Background: an optimization exercise with open tools, aiming at small area, a short achievable clock period and few clock cycles per item. Do not read the settings as production practice.
Where RTL was checked, it was by simulation tests only, not by an equivalence proof against the original.
Power and IR drop assume default switching activity.

## lane 1
Design cnn_pool, start of the top module:
module cnn_pool
#(
    parameter int IMG_DIM = cnn_geom_pkg::DEF_IMG_DIM
)
(
    input  logic     clk,
    input  logic     reset,
    input  logic     i_start,
    input  wb_bus_pkg::wb_addr_t i_src_base,
    input  wb_bus_pkg::wb_addr_t i_dst_base,
    input  wb_bus_pkg::wb_data_t i_rd_dat,
    input  logic     i_rd_ack,
    input  logic     i_wr_ack,
    output logic     o_rd_cyc,
    output logic     o_rd_stb,
    output wb_bus_pkg::wb_addr_t o_rd_adr,
    output logic     o_wr_cyc,
    output logic     o_wr_stb,
    output logic     o_wr_we,
    output wb_bus_pkg::wb_addr_t o_wr_adr,
    output wb_bus_pkg::wb_data_t o_wr_dat,
    output logic     o_busy,
    output logic     o_done
);
Size in the first run: ~2,800 cells after synthesis, roughly 590 flip-flops, roughly 110 I/O pins.
clock: 9.0 ns
lec_check: 0
cap_margin: 20
core_margin: 2
core_utilization: 40
place_density: 0.75
setup_slack_margin: 5
slew_margin: 20
synth_hierarchical: 1
synth_minimum_keep_size: 0
standard.sh (not shown) runs the stock make flow with config.mk's settings and CLKGATE_MAP_FILE= SYNTH_SCRIPT=/design/flow/synth_recipe.tcl, a recipe that flattens the netlist after the stock synthesis.
==> flow/flow/run.sh <==
#!/bin/bash
set -euo pipefail
SETUP_MARGIN=${SETUP_MARGIN:-6}
bash standard.sh \
    "BUFFER_PORTS_ARGS=-buffer_cell sky130_fd_sc_hd__buf_2" \
    "SETUP_SLACK_MARGIN=${SETUP_MARGIN}" \
    finish > flow_make.log 2>&1
Lane 1: full flow OK, the timing, design-rule and antenna checks passed
Testbench counts of lane 1, summed over its fixed seeds: cycles 8,640, jobs 96.
Input-level comparison between lane 2 and lane 1:
- CTS_BUF_LIST: unset -> sky130_fd_sc_hd__clkbuf_4 sky130_fd_sc_hd__clkbuf_8
- PLACE_DENSITY: 0.75 -> unset
## What came out
- Across both runs, number of filler instances in the final layout was higher for lane 2 than for lane 1.
- Lane 2 vs lane 1 — count of clock-buffer cells in the layout rose about 80%.
- Critical path data arrival time ended up 0.18 ns higher on lane 2 than on lane 1.
- Share of power burned in registers ends up lower on lane 2.
- The higher combinational power share came out of lane 1.
- Summary of lane 2 over lane 1: fraction of area in registers decreased by 0.96 points relative to the old numbers; synthesized area closely matched the old numbers; final cell utilization of the core increased by 1.2 points relative to the old numbers; worst hold slack decreased by 0.0079 ns relative to the old numbers.
## Diff of input files: lane 3 against lane 2
- clearing CTS_BUF_LIST, which used to be sky130_fd_sc_hd__clkbuf_4 sky130_fd_sc_hd__clkbuf_8
[summary]
- In the metrics for lane 2 and lane 3, the one carrying the lower fraction of layout cells with a size suffix above 1 is lane 3.
- Between lane 2 and lane 3, final critical-path required period is lower for lane 3, lane 2 comes in above that.
- Compared with lane 2, lane 3 shows a proportion of power drawn by combinational gates that is 0.7 points lower.
Inputs modified between lane 3 and lane 4:
-- flow/flow/run.sh --
<<< lane 3, line 3
SETUP_MARGIN=${SETUP_MARGIN:-6}
>>> lane 4, line 3
SETUP_MARGIN=${SETUP_MARGIN:-6.2}
## What came out
Compared with lane 3, lane 4 shows a final clock period utilization by the worst path that is 0.43 points higher.
Taking lane 3 as the reference, in lane 4 met3 layer usage reported by global route down 0.40 points; relative area of clock buffers and inverters in the final design down 0.54 points; longest individual stage delay on the worst path down 0.03 ns; final setup slack of the worst path down 0.039 ns.
Cmp lane 4 vs lane 3: total chip power higher in lane 4
Edits applied to the flow inputs when going from lane 4 to lane 5:
- putting CTS_CLUSTER_DIAMETER at 90 where nothing was set
- putting CTS_CLUSTER_SIZE at 28 where nothing was set
-- flow/flow/run.sh --
<<< lane 4, line 3
SETUP_MARGIN=${SETUP_MARGIN:-6.2}
>>> lane 5, line 3
SETUP_MARGIN=${SETUP_MARGIN:-6}
NOTE: number of H-tree levels in lane 5 falls short of that of lane 4
Lane 5 vs lane 4, maximum number of pins on one net before global-route repair went up by 16.
Lane 4 and lane 5 ended up with nearly the same global routing usage on met3.
Looking at cell count along the critical path across lane 4 and lane 5, the one that comes out higher is lane 4.

========
cnn_pool, a different RTL version from the one above (not shown whole).
For scale: about 110 I/O pins.
## cnn_pool
module cnn_pool
#(
    parameter int IMG_DIM = cnn_geom_pkg::DEF_IMG_DIM
)
(
    input  logic     clk,
    input  logic     reset,
    input  logic     i_start,
    input  wb_bus_pkg::wb_addr_t i_src_base,
    input  wb_bus_pkg::wb_addr_t i_dst_base,
    input  wb_bus_pkg::wb_data_t i_rd_dat,
    input  logic     i_rd_ack,
    input  logic     i_wr_ack,
    output logic     o_rd_cyc,
    output logic     o_rd_stb,
    output wb_bus_pkg::wb_addr_t o_rd_adr,
    output logic     o_wr_cyc,
    output logic     o_wr_stb,
    output logic     o_wr_we,
    output wb_bus_pkg::wb_addr_t o_wr_adr,
    output wb_bus_pkg::wb_data_t o_wr_dat,
    output logic     o_busy,
    output logic     o_done
);
    localparam int NTAP = cnn_geom_pkg::KERNEL_TAPS;
    localparam int LB   = 18;                 
    logic        job_go;
    logic        clr;
    logic        rd_take;
    logic        wr_take;
    logic [6:0]  rq;                          
    logic [6:0]  rq_eval;
    logic [5:0]  rq_ctr;                      
    logic [4:0]  rq_need;
    logic        rq_ok;
    logic [7:0]  d_in;
    logic        v_in;
    logic [6:0]  wc;                          
    logic [7:0]  wgt [NTAP];
    logic [7:0]  lbuf [LB];
    logic [6:0]  stp;                         
    logic [6:0]  stp_nxt;
    logic        step;
    logic        shift;
    logic [NTAP-1:0]   msk;                   
    logic [NTAP-1:0]   msk_nxt;
    logic [8*NTAP-1:0] win_w;
    logic [8*NTAP-1:0] win_p;
    logic        t_val;
    logic [5:0]  t_ctr;
    cnn_geom_pkg::acc_t sum;
    logic        s_val;
    logic [5:0]  s_ctr;
    cnn_geom_pkg::acc_t s_sum;
    logic [15:0] clip;
    logic [15:0] pmax [4];
    logic [15:0] pm_cur;
    logic [4:0]  n_done;                      
    logic [4:0]  n_taken;                     
    assign job_go  = i_start && !o_busy;
    assign clr     = reset || o_done;
    assign rd_take = o_rd_stb && i_rd_ack;
    assign wr_take = o_wr_stb && i_wr_ack;
    assign o_rd_cyc = o_rd_stb;
    assign o_wr_cyc = o_wr_stb;
    assign o_wr_we  = o_wr_stb;
    always_ff @(posedge clk)
    begin
        if (reset)
        begin
            o_busy <= 1'b0;
  ...
==> flow/config.mk <==
export PLATFORM = sky130hd
export DESIGN_NAME = cnn_pool
export DESIGN_NICKNAME = cnn_pool
export VERILOG_FILES = /design/flow/design.v
export SDC_FILE = /design/flow/constraint.sdc
export NUM_CORES = 4
export LEC_CHECK = 0
export CAP_MARGIN = 20
export CORE_MARGIN = 2
export CORE_UTILIZATION = 40
export SETUP_SLACK_MARGIN = 5
export SLEW_MARGIN = 20
export SYNTH_HIERARCHICAL = 1
export SYNTH_MINIMUM_KEEP_SIZE = 0
==> flow/constraint.sdc <==
create_clock -name core_clock -period 9.0 [get_ports {clk}]
set_input_delay 1.8000 -clock core_clock [delete_from_list [all_inputs] [get_ports {clk}]]
set_output_delay 1.8000 -clock core_clock [all_outputs]
set_load 0.01 [all_outputs]
run.sh (not shown) runs the stock make flow with config.mk's settings and CLKGATE_MAP_FILE= SYNTH_SCRIPT=/design/flow/synth_recipe.tcl, a recipe that flattens the netlist after the stock synthesis.
Stock flow here: none of the scripts above is used.
Rerun with:
--- a/flow/config.mk
+++ b/flow/config.mk
@@ -11 +10,0 @@
-export SETUP_SLACK_MARGIN = 5
What happened: Routed wire length shrinks by 6.0%. Power went down by 0.67%. Final cell count is lower by 4.3%. Cell area went down by 5.3%. Clock skew stays flat. Core utilization drops by 2.5 points. Die area stays the same. Sequential power hardly moves. Hold slack gets better by 0.0033 ns. Synthesized cell count is unchanged. Via count goes down by 4.9%.
Function was not checked in any run of this note: the RTL went through the layout flow alone.

========
Another version of the RTL of cnn_pool (not shown whole).
Size: ~110 I/O pins, about 35000 um2 of cells after synthesis.
export LEC_CHECK = 0
export ABC_CLOCK_PERIOD_IN_PS = 3000
export CAP_MARGIN = 20
export CORE_MARGIN = 2
export CORE_UTILIZATION = 40
export SETUP_SLACK_MARGIN = 5
export SLEW_MARGIN = 20
export SYNTH_HIERARCHICAL = 1
export SYNTH_MINIMUM_KEEP_SIZE = 0
create_clock -name core_clock -period 9.0 [get_ports {clk}]
The baseline completed with no timing, DRC or antenna violations.
Testbench counts at the start, summed over its fixed seeds: cycles 8,640, jobs 96.
Then changed:
--- a/flow/config.mk
+++ b/flow/config.mk
@@ -8 +7,0 @@
-export ABC_CLOCK_PERIOD_IN_PS = 3000
Outcome: The new run completed without violations. Setup slack does not change. Design area does not change. Register-to-register slack barely changes. Via count does not change. Core utilization does not change. Final cell count does not change. Global-route usage is unchanged.

[re-timing with driven ports]
The flow's constraints put no driver on any port. The routed layouts listed below were extracted and timed again, unchanged, in two steps.
Step 1: set_driving_cell puts a clkbuf_16 on clk and a buf_2 on each other input, an assumption about the parent block.
Step 2 also shifts input and output timing later by t, the mid clock arrival at the registers, as if the neighbouring blocks saw the same clock.
Slacks: no drivers / after step 1 / after step 2; pairs: no drivers / after step 1.
run	t (ns)	setup WS [ns]	worst setup path at the end	worst register clock-pin slew, ns
lane 1	0.681	5.890 / 5.890 / 5.460	input to register	0.08 / 0.08
lane 2	0.758	5.867 / 5.849 / 5.397	input to register	0.07 / 0.07
lane 3	0.671	5.930 / 5.930 / 5.386	input to register	0.07 / 0.07
lane 4	0.667	5.891 / 5.891 / 5.553	input to register	0.07 / 0.07
lane 5	0.703	5.910 / 5.889 / 5.439	input to register	0.12 / 0.12
the first run of note 2	0.678	4.903 / 4.903 / 4.903	register to register	0.07 / 0.07
the second run of note 2	0.665	4.596 / 4.596 / 4.596	register to register	0.07 / 0.07
the first run of note 3	0.677	5.250 / 5.189 / 5.286	register to register	0.07 / 0.07
the second run of note 3	0.677	5.250 / 5.189 / 5.286	register to register	0.07 / 0.07
After both steps every run listed still meets setup and hold. The setup slack of lane 3, which loses most, moves by 0.000 ns with the drivers and by -0.544 ns with both steps.
